What follows belongs to an exercise in optimizing a design on an open flow for small area, a short achievable clock period and few clock cycles; a production flow would make more cautious choices. In this exercise RTL edits were held to simulation tests only and were not proved equivalent to the original. Power figures rest on the tool's default switching activity, not on a simulated workload.

==> flow/design.v <==
package asba_pkg;
  localparam int ADC_W   = 12;
  localparam int SUM_W   = 20;
  localparam int CNT_W   = 8;
  localparam int SLOT_W  = 3;
  localparam int CHAN_W  = 3;
  localparam int UV_W    = 28;
  localparam int SCALE_W = 24;
  localparam int PROD_W  = ADC_W + SCALE_W;
  localparam int UV_SHIFT = 8;
  localparam int CFG_W   = 24;
  localparam int CFG_IDX_W = 3;
  localparam int DIV_CNT_W = 5;
  localparam logic [1:0] OP_START  = 2'd0;
  localparam logic [1:0] OP_RESULT = 2'd1;
  localparam logic [1:0] OP_STOP   = 2'd2;
  localparam logic [1:0] KIND_REQ  = 2'd0;
  localparam logic [1:0] KIND_AVG  = 2'd1;
  localparam logic [1:0] KIND_DONE = 2'd2;
  localparam logic [CFG_IDX_W-1:0] REG_SLOT_COUNT    = 3'd0;
  localparam logic [CFG_IDX_W-1:0] REG_CHANNEL_MAP   = 3'd1;
  localparam logic [CFG_IDX_W-1:0] REG_FILTER_LEN    = 3'd2;
  localparam logic [CFG_IDX_W-1:0] REG_ROUNDS_NEEDED = 3'd3;
  localparam logic [CFG_IDX_W-1:0] REG_SCALE_Q8      = 3'd4;
  localparam logic [3:0]         RST_SLOT_COUNT    = 4'd2;
  localparam logic [23:0]        RST_CHANNEL_MAP   = 24'd60;
  localparam logic [CNT_W-1:0]   RST_FILTER_LEN    = 8'd10;
  localparam logic [CNT_W-1:0]   RST_ROUNDS_NEEDED = 8'd20;
  localparam logic [SCALE_W-1:0] RST_SCALE_Q8      = 24'd156250;
  localparam logic [CNT_W-1:0] RND_MAX = 8'd255;
  typedef struct packed {
    logic [3:0]         slot_count;
    logic [23:0]        channel_map;
    logic [CNT_W-1:0]   filter_len;
    logic [CNT_W-1:0]   rounds_needed;
    logic [SCALE_W-1:0] scale_q8;
  } asba_cfg_t;
  typedef struct packed {
    logic              clear;
    logic              wr_latest;
    logic              acc;
    logic              take;
    logic              div_step;
    logic              mul;
    logic              load_out;
    logic [1:0]        kind;
    logic              last;
    logic [SLOT_W-1:0] idx;
  } asba_cmd_t;
  typedef struct packed {
    logic fire;
    logic round_short;
    logic out_free;
  } asba_sts_t;
endpackage
module adc_scan_block_averager_core #(
  parameter int MAX_SLOTS = 8,
  parameter int CODE_BITS = 12
) (
  input  logic        clk,
  input  logic        rst_n,
  input  logic        in_valid,
  output logic        in_ready,
  input  logic [1:0]  in_opcode,
  input  logic [11:0] in_adc_code,
  output logic        out_valid,
  input  logic        out_ready,
  output logic [1:0]  out_kind,
  output logic [2:0]  out_slot,
  output logic [2:0]  out_chan,
  output logic [11:0] out_avg_code,
  output logic [27:0] out_microvolts,
  output logic        out_last,
  input  logic        cfg_we,
  input  logic [2:0]  cfg_index,
  input  logic [23:0] cfg_wdata
);
  localparam int K1 = 6;   
  localparam int K2 = 6;   
  logic [3:0]  sc_r;
  logic [23:0] map_r;
  logic [7:0]  flen_r;
  logic [7:0]  rn_r;
  logic [23:0] scale_r;
  always_ff @(posedge clk) begin
    if (!rst_n) begin
      sc_r    <= 4'd2;
      map_r   <= 24'd60;
      flen_r  <= 8'd10;
      rn_r    <= 8'd20;
      scale_r <= 24'd156250;
    end else if (cfg_we) begin
      case (cfg_index)
        3'd0: sc_r    <= cfg_wdata[3:0];
        3'd1: map_r   <= cfg_wdata[23:0];
        3'd2: flen_r  <= cfg_wdata[7:0];
        3'd3: rn_r    <= cfg_wdata[7:0];
        3'd4: scale_r <= cfg_wdata[23:0];
        default: ;
      endcase
    end
  end
  logic [2:0] nm1;   
  assign nm1 = (sc_r == 4'd0) ? 3'd0 : (sc_r > 4'd8) ? 3'd7 : 3'(sc_r - 4'd1);
  logic [11:0] latest_r [8];
  logic [19:0] sum_r    [8];
  logic [7:0]  cnt_r    [8];
  logic [7:0]  rnd_r    [8];
  logic [7:0] fire_v, act_v, done_v;
  logic       any_fire, all_done;
  always_comb begin
    for (int i = 0; i < 8; i++) begin
      act_v[i]  = 3'(i) <= nm1;
      fire_v[i] = (cnt_r[i] != 8'hFF) && ((9'(cnt_r[i]) + 9'd1) >= 9'(flen_r));
      done_v[i] = rnd_r[i] >= rn_r;
    end
    any_fire = |(fire_v & act_v);
    all_done = &(done_v | ~act_v);
  end
  logic       running_r;
  logic [2:0] pos_r;
  logic       rstd_r;    
  logic       wact_r;    
  logic [2:0] wptr_r;    
  logic [2:0] wend_r;    
  logic       fm_r;      
  logic       fin_r;     
  logic       ov_r;
  logic [1:0] ok_r;
  logic [2:0] os_r;
  logic [2:0] oc_r;
  logic [11:0] oa_r;
  logic [27:0] ou_r;
  logic       ol_r;
  logic roundend;
  assign roundend = pos_r >= nm1;
  logic acc, is_start, is_stop, is_res, res_run, start_step;
  assign in_ready   = !ov_r && !fm_r && !rstd_r && !(wact_r && roundend);
  assign acc        = in_valid && in_ready;
  assign is_start   = in_opcode == 2'd0;
  assign is_res     = in_opcode == 2'd1;
  assign is_stop    = in_opcode == 2'd2;
  assign res_run    = acc && is_res && running_r;
  assign start_step = res_run && roundend;
  logic       cv;
  logic [1:0] ckind;
  logic [2:0] cslot;
  logic [2:0] cchan;
  logic [2:0] pos_inc;
  assign pos_inc = pos_r + 3'd1;
  assign cv    = acc && (is_start || (is_res && running_r && !(roundend && any_fire)));
  assign ckind = (in_opcode[0] && roundend && all_done) ? 2'd2 : 2'd0;
  assign cslot = (in_opcode[0] && !roundend) ? pos_inc : 3'd0;
  assign cchan = (in_opcode[0] && roundend && all_done) ? 3'd0 : map_r[3*cslot +: 3];
  logic adv;
  assign adv = !ov_r || out_ready;
  logic        wstep;
  logic        wfm;
  logic [11:0] lat_eff;
  logic [19:0] w_sum;
  logic [7:0]  w_cnt;
  logic [7:0]  w_c;
  logic [7:0]  w_rnd;
  logic        w_fire;
  logic [2:0]  w_end;
  assign wfm    = fm_r || (start_step && any_fire);
  assign wstep  = start_step || (wact_r && (!fm_r || adv));
  assign w_end  = wact_r ? wend_r : nm1;
  assign lat_eff = (start_step && pos_r == 3'd0) ? in_adc_code : latest_r[wptr_r];
  assign w_sum  = sum_r[wptr_r] + 20'(lat_eff);
  assign w_cnt  = cnt_r[wptr_r];
  assign w_c    = w_cnt + 8'd1;
  assign w_rnd  = rnd_r[wptr_r];
  assign w_fire = wfm && fire_v[wptr_r];
  always_ff @(posedge clk) begin
    if (acc && is_start) begin
      for (int i = 0; i < 8; i++) begin
        sum_r[i] <= '0;
        cnt_r[i] <= '0;
        rnd_r[i] <= '0;
      end
    end else if (wstep) begin
      if (w_fire) begin
        sum_r[wptr_r] <= '0;
        cnt_r[wptr_r] <= '0;
        if (w_rnd != 8'hFF) rnd_r[wptr_r] <= w_rnd + 8'd1;
      end else begin
        sum_r[wptr_r] <= w_sum;
        cnt_r[wptr_r] <= w_c;
      end
    end
    if (res_run) latest_r[pos_r] <= in_adc_code;
  end
  logic        p1v, p1f, p1l;
  logic [19:0] p1S;
  logic [7:0]  p1c;
  logic [2:0]  p1s;
  logic        p2v, p2f, p2l;
  logic [7:0]  p2r;
  logic [11:0] p2x;
  logic [7:0]  p2c;
  logic [2:0]  p2s;
  logic        p3v, p3f, p3l;
  logic [11:0] p3q;
  logic [2:0]  p3s;
  logic [7:0]  a_r;
  logic [11:0] a_x;
  logic [7:0]  b_r;
  logic [11:0] b_x;
  always_comb begin
    logic [8:0] t;
    a_r = p1S[19:12];
    a_x = p1S[11:0];
    for (int k = 0; k < K1; k++) begin
      t = {a_r, a_x[11]};
      if (t >= 9'(p1c)) begin
        a_r = 8'(t - 9'(p1c));
        a_x = {a_x[10:0], 1'b1};
      end else begin
        a_r = t[7:0];
        a_x = {a_x[10:0], 1'b0};
      end
    end
    b_r = p2r;
    b_x = p2x;
    for (int k = 0; k < K2; k++) begin
      t = {b_r, b_x[11]};
      if (t >= 9'(p2c)) begin
        b_r = 8'(t - 9'(p2c));
        b_x = {b_x[10:0], 1'b1};
      end else begin
        b_r = t[7:0];
        b_x = {b_x[10:0], 1'b0};
      end
    end
  end
  logic [35:0] prod;
  assign prod = 36'(p3q) * 36'(scale_r);
  logic ld_avg, ld_fin;
  assign ld_avg = adv && p3v && p3f;
  assign ld_fin = adv && (fin_r || (p3v && p3l && !p3f));
  always_ff @(posedge clk) begin
    if (wstep && wfm) begin
      p1S <= w_sum;
      p1c <= w_c;
      p1s <= wptr_r;
      p1f <= w_fire;
      p1l <= wptr_r == w_end;
    end
    if (adv) begin
      p2r <= a_r;
      p2x <= a_x;
      p2c <= p1c;
      p2s <= p1s;
      p2f <= p1f;
      p2l <= p1l;
      p3q <= b_x;
      p3s <= p2s;
      p3f <= p2f;
      p3l <= p2l;
    end
  end
  always_ff @(posedge clk) begin
    if (!rst_n) begin
      running_r <= 1'b0;
      pos_r     <= '0;
      rstd_r    <= 1'b1;
      wact_r    <= 1'b0;
      wptr_r    <= '0;
      wend_r    <= '0;
      fm_r      <= 1'b0;
      fin_r     <= 1'b0;
      p1v       <= 1'b0;
      p2v       <= 1'b0;
      p3v       <= 1'b0;
      ov_r      <= 1'b0;
      oa_r      <= '0;
      ou_r      <= '0;
    end else begin
      rstd_r <= 1'b0;
      if (acc) begin
        if (is_start) begin
          running_r <= 1'b1;
          pos_r     <= '0;
        end else if (is_stop) begin
          running_r <= 1'b0;
        end else if (res_run) begin
          if (!roundend) begin
            pos_r <= pos_inc;
          end else begin
            pos_r <= '0;
            if (!any_fire && all_done) running_r <= 1'b0;
          end
        end
      end
      if (acc && is_start) begin
        wact_r <= 1'b0;
        wptr_r <= '0;
      end else if (wstep) begin
        if (wptr_r == w_end) begin
          wact_r <= 1'b0;
          wptr_r <= '0;
        end else begin
          wact_r <= 1'b1;
          wptr_r <= wptr_r + 3'd1;
        end
        if (start_step) wend_r <= nm1;
      end
      if (wstep && wfm) p1v <= 1'b1;
      else if (adv) p1v <= 1'b0;
      if (adv) begin
        p2v <= p1v;
        p3v <= p2v;
      end
      if (start_step && any_fire) fm_r <= 1'b1;
      if (ld_avg) fin_r <= p3l;
      else if (ld_fin) fin_r <= 1'b0;
      if (ld_fin) begin
        fm_r <= 1'b0;
        if (all_done) running_r <= 1'b0;
      end
      if (ld_avg) begin
        ov_r <= 1'b1;
        ok_r <= 2'd1;
        os_r <= p3s;
        oc_r <= map_r[3*p3s +: 3];
        oa_r <= p3q;
        ou_r <= prod[35:8];
        ol_r <= 1'b0;
      end else if (ld_fin) begin
        ov_r <= 1'b1;
        ok_r <= all_done ? 2'd2 : 2'd0;
        os_r <= '0;
        oc_r <= all_done ? 3'd0 : map_r[2:0];
        oa_r <= '0;
        ou_r <= '0;
        ol_r <= 1'b1;
      end else if (cv && !out_ready) begin
        ov_r <= 1'b1;
        ok_r <= ckind;
        os_r <= cslot;
        oc_r <= cchan;
        oa_r <= '0;
        ou_r <= '0;
        ol_r <= 1'b1;
      end else if (out_ready) begin
        ov_r <= 1'b0;
      end
    end
  end
  assign out_valid      = ov_r || cv;
  assign out_kind       = ov_r ? ok_r : ckind;
  assign out_slot       = ov_r ? os_r : cslot;
  assign out_chan       = ov_r ? oc_r : cchan;
  assign out_avg_code   = oa_r;
  assign out_microvolts = ou_r;
  assign out_last       = ov_r ? ol_r : 1'b1;
endmodule
==> flow/run.sh <==
#!/bin/bash
# synth_recipe.tcl (not shown) runs the flow's synth.tcl, then flattens the netlist and writes it again
# the make line also repeats each setting of config.mk as NAME=value (left out here)
make -C /OpenROAD-flow-scripts/flow DESIGN_CONFIG=/design/flow/config.mk WORK_HOME=/design/flow/orfs CLKGATE_MAP_FILE= SYNTH_SCRIPT=/design/flow/synth_recipe.tcl finish
==> flow/config.mk <==
export PLATFORM = sky130hd
export DESIGN_NAME = adc_scan_block_averager_core
export DESIGN_NICKNAME = adc_scan_block_averager_core
export VERILOG_FILES = /design/flow/design.v
export SDC_FILE = /design/flow/constraint.sdc
export NUM_CORES = 4
export LEC_CHECK = 0
export CAP_MARGIN = 20
export CORE_MARGIN = 2
export CORE_UTILIZATION = 40
export SLEW_MARGIN = 20
==> flow/constraint.sdc <==
create_clock -name core_clock -period 7.0 [get_ports {clk}]
set_input_delay 1.4000 -clock core_clock [delete_from_list [all_inputs] [get_ports {clk}]]
set_output_delay 1.4000 -clock core_clock [all_outputs]
set_load 0.01 [all_outputs]
==> flow_metrics.env <==
export IMPL_clk_pin_slew_worst_paths_ns=0.06
export IMPL_finalMaxSlewViolations=0
export IMPL_fmax_mhz=87.4
export IMPL_yosys_warnings=1
export IMPL_antenna_found_initial=2
export IMPL_cp_max_fo=8
export IMPL_hold_buffers=0
export IMPL_dr_pass1_iters=6
export IMPL_stdcell_area_sq_um=51700
export IMPL_seqCellArea_sq_um=16900
export IMPL_drive_gt1_share_pct=21.3
export IMPL_dpl_cell_count=5567
export IMPL_dp_slack_ns=-4.88
export IMPL_die_area_sq_um=109000
export IMPL_crit_buf_inv=8
export IMPL_synth_common_cells="476 x edfxtp_1, 467 x nand2_1, 323 x ha_1"
export IMPL_gr_total_overflow=0
export IMPL_finalCriticalPeriod_ns=11.44
export IMPL_via_per_inst=5.44
export IMPL_min_period_over_period_pct=163
export IMPL_nNetsFinal=4939
export IMPL_path_depth=58
export IMPL_routedWlPerCell_um=20.3
export IMPL_dpl_cell_area_sq_um=47900
export IMPL_hold_viol_final=0
export IMPL_die_width_um=330
export IMPL_cp_required_ns=7.38
export IMPL_yosysTopAreaCell="edfxtp_1"
export IMPL_avgSynthCellArea_sq_um=10.9
export IMPL_drcViolationCount=0
export IMPL_grt_pass1_vias=31979
export IMPL_critical_path_class="flop to flop"
export IMPL_rr_worst_depth=58
export IMPL_worstSetupStartpointType="flop"
export IMPL_cp_arrival_ns=11.82
export IMPL_h_tree_depth=3
export IMPL_drtIter0Drc=2237
export IMPL_tritoncts="done"
export IMPL_cts_sink_count=605
export IMPL_syn_nets=4505
export IMPL_synth_distinct_cells=96
export IMPL_drt_total_wl_mm=117
export IMPL_fillCellCount=9456
export IMPL_cp_top_family="compound AO/OA/AOI/OAI gates"
export IMPL_p_per_area_nw_per_um2=217
export IMPL_synth_edff_count=476
export IMPL_vias=31485
export IMPL_ctsRootBufferMaster="clkbuf_16"
export IMPL_endpoint="p2r[4]"
export IMPL_skew_ns=0.0570
export IMPL_worstMarginPinSlew_ns=1.11
export IMPL_status="finished with violations"
export IMPL_ios=97
export IMPL_rsz0062_at_grt="yes"
export IMPL_startpoint="p1S[11]"
export IMPL_worstHoldPathType="flop to flop"
export IMPL_hold_ws_ns=0.407
export IMPL_r2r_slack_ns=-4.44
export IMPL_end_kind="flop"
export IMPL_setup_viol=14
export IMPL_synth_seq_area_share_pct=39.6
export IMPL_cts_buffers=71
export IMPL_postLayoutCoreUtil_pct=49.1
export IMPL_hp_start="p2s[1]"
export IMPL_cts_buffer_depth=3
export IMPL_layout_setup_ws_ns=-4.44
export IMPL_drv_cap=0
export IMPL_grt_pass1_wl_mm=183
export IMPL_grt_usage_pct=21.6
export IMPL_ant_nets=0
export IMPL_fp_dieH_um=330
export IMPL_ys_top_cells_by_area="edfxtp_1 34%, fa_1 11%, ha_1 9.5%, dfxtp_1 6.1%, mux4_2 5.7%"
export IMPL_port_buffers=96
export IMPL_gp_congestion=0.888
export IMPL_initial_utilization_pct=40.4
export IMPL_async_reset_ff_share_pct=0
export IMPL_multi_input_area_sq_um=24800
export IMPL_ys_flop_type="edfxtp_1"
export IMPL_yosysTopAreaCellShare_pct=33.5
export IMPL_relSlewSlack_pct=26.3
export IMPL_clock_latency_ns=0.67
export IMPL_num_rows=119
export IMPL_synth_seq_cells=605
export IMPL_syn_area_sq_um=42600
export IMPL_grt_max_degree=102
export IMPL_so_faults="setup timing"
export IMPL_slowest_delay_ns=0.49
export IMPL_place_hpwl_mm=83.4
export IMPL_reg2reg_from="p1S[11]"
export IMPL_yosysMostFrequentCell="edfxtp_1"
export IMPL_netlist_instances=3905
export IMPL_syn2layout_area_growth_pct=21.3
export IMPL_p_leak_nw=21.0
export IMPL_core_area_sq_um=105000
export IMPL_slowest_stage="or4b_4"
export IMPL_layout_cells_non_filler=5788
export IMPL_reg2reg_to="p2r[4]"
export IMPL_ir_drop_mv=0.241
[metal layers]
layer / track usage, % / up-vias / wire length, um
met1: 29.6 / 15689 / 52000
met5: 0 / - / 13
li1: - / 14792 / -
met2: 36.1 / 837 / 56000
met4: 5.14 / 2 / 2430
met3: 3.02 / 165 / 6850
[cell usage in the layout, fill, tap and decap left out, types with 16 or more instances in the layout]
master           Yosys  layout
and2_1              86      87
nor4_1              33      29
nor2b_1             50      40
edfxtp_1           476     476
and3_1              38      37
o21ai_2              0      16
mux2_2              52      41
mux2i_1             59      53
buf_6                0      17
nor3_1             234     226
a22o_1              38      38
mux2_4               6      20
nand3_1             77      75
a21o_1              84      84
ha_4                 0      23
nor2_1             128     122
xor2_1              56      56
a21oi_1            169     156
nor3b_1             43      42
nand4_1             21      21
ha_1               323     298
inv_1              316     303
mux4_2             107     107
nand2_1            467     463
o21ai_0             97      68
clkbuf_16            0      72
dfxtp_1            129     126
buf_4                0     452
clkdlybuf4s50_1      0      96
nand2b_1            43      42
xnor2_1             99      97
o31ai_1             18      16
o21a_1              22      21
fa_1               231     230
[report_power, final]
part           leakage, nW  switching (mW)  internal [mW]
Clock                 1.19            1.62           2.25
Combinational         14.1            1.84           1.54
Sequential            5.67          0.0611           3.88
Total                 21.0            3.53           7.67
[how the worst min path moves through the flow]
stage	end	cells after the start
after floorplan	p2f	0
final	p3s[1]	0
after global placement	p3s[2]	0
after global routing	p3s[1]	0
after detailed placement	p2s[1]	0
after CTS	p3s[1]	0
[layout make-up]
cell class | count | share of cell area [%]
multi-input cells | 2771 | 47.9
flip-flops and latches | 605 | 32.7
repair buffers | 569 | 8.93
clock buffers | 83 | 3.62
well taps | 1391 | 3.37
inverters | 321 | 2.35
clock inverters | 46 | 1.13
diodes | 2 | 0.00968
[stage by stage]
| step | setup TNS (ns) | power (mW) |
|---|---|---|
| after global routing | -54.91 | 11.9 |
| after floorplan | -56.22 | 6.45 |
| after CTS | -47.11 | 11.3 |
| after detailed placement | -54.65 | 7.33 |
| after global placement | -51.99 | 7.28 |
| final | -48.55 | 11.2 |
[flip-flops by register name, indices dropped and copies added, names as in the netlist, 20 cells and up, named ones only]
register and cells:
map_r 24, sum_r 160, cnt_r 64, scale_r 24, ou_r 28, latest_r 96
p1S 20, rnd_r 64
[repair_timing]
item,CTS,global route
pin swaps,57,51
gates cloned,1,0
endpoints found under the setup margin,17,99
setup buffers,66,25
resized for setup,70,82
[cell families (layout without fill, tap and decap cells)]
group,Yosys count,in the layout,share of synthesized area [%]
AO/OA/AOI/OAI,557,557,8.73
AND/OR/NAND/NOR,1276,1277,14.7
other,0,2,0
XOR/XNOR,155,155,3.19
buffers and inverters,530,1019,4.71
adder cells (fa/ha/maj),554,554,20.3
flip-flops,605,605,39.6
multiplexers,228,228,8.76
Testbench counts, summed over its fixed seeds: cycles 9,491.

-- static timing again, ports no longer ideal --
Ports are ideal in the flow. The routed layout listed here was re-timed in OpenROAD. Step 1, drivers: a clkbuf_16 drives clk and a buf_2 each remaining input, both assumed. Step 2 times the ports against the registers' clock, not the clock port: input delays grow and output delays shrink by t, the midpoint of the rising clock arrivals with the driver on. a / b / c = ideal ports / drivers / drivers and shift; a / b = the first two.
t, ns: 0.719
setup slack, ns: -4.440 / -4.440 / -4.440
hold slack, ns: 0.407 / 0.407 / 0.407
worst slew at a driven data input, ns: 0.12
The setup slack of this run moves by 0.000 ns with the drivers and by 0.000 ns with both steps.
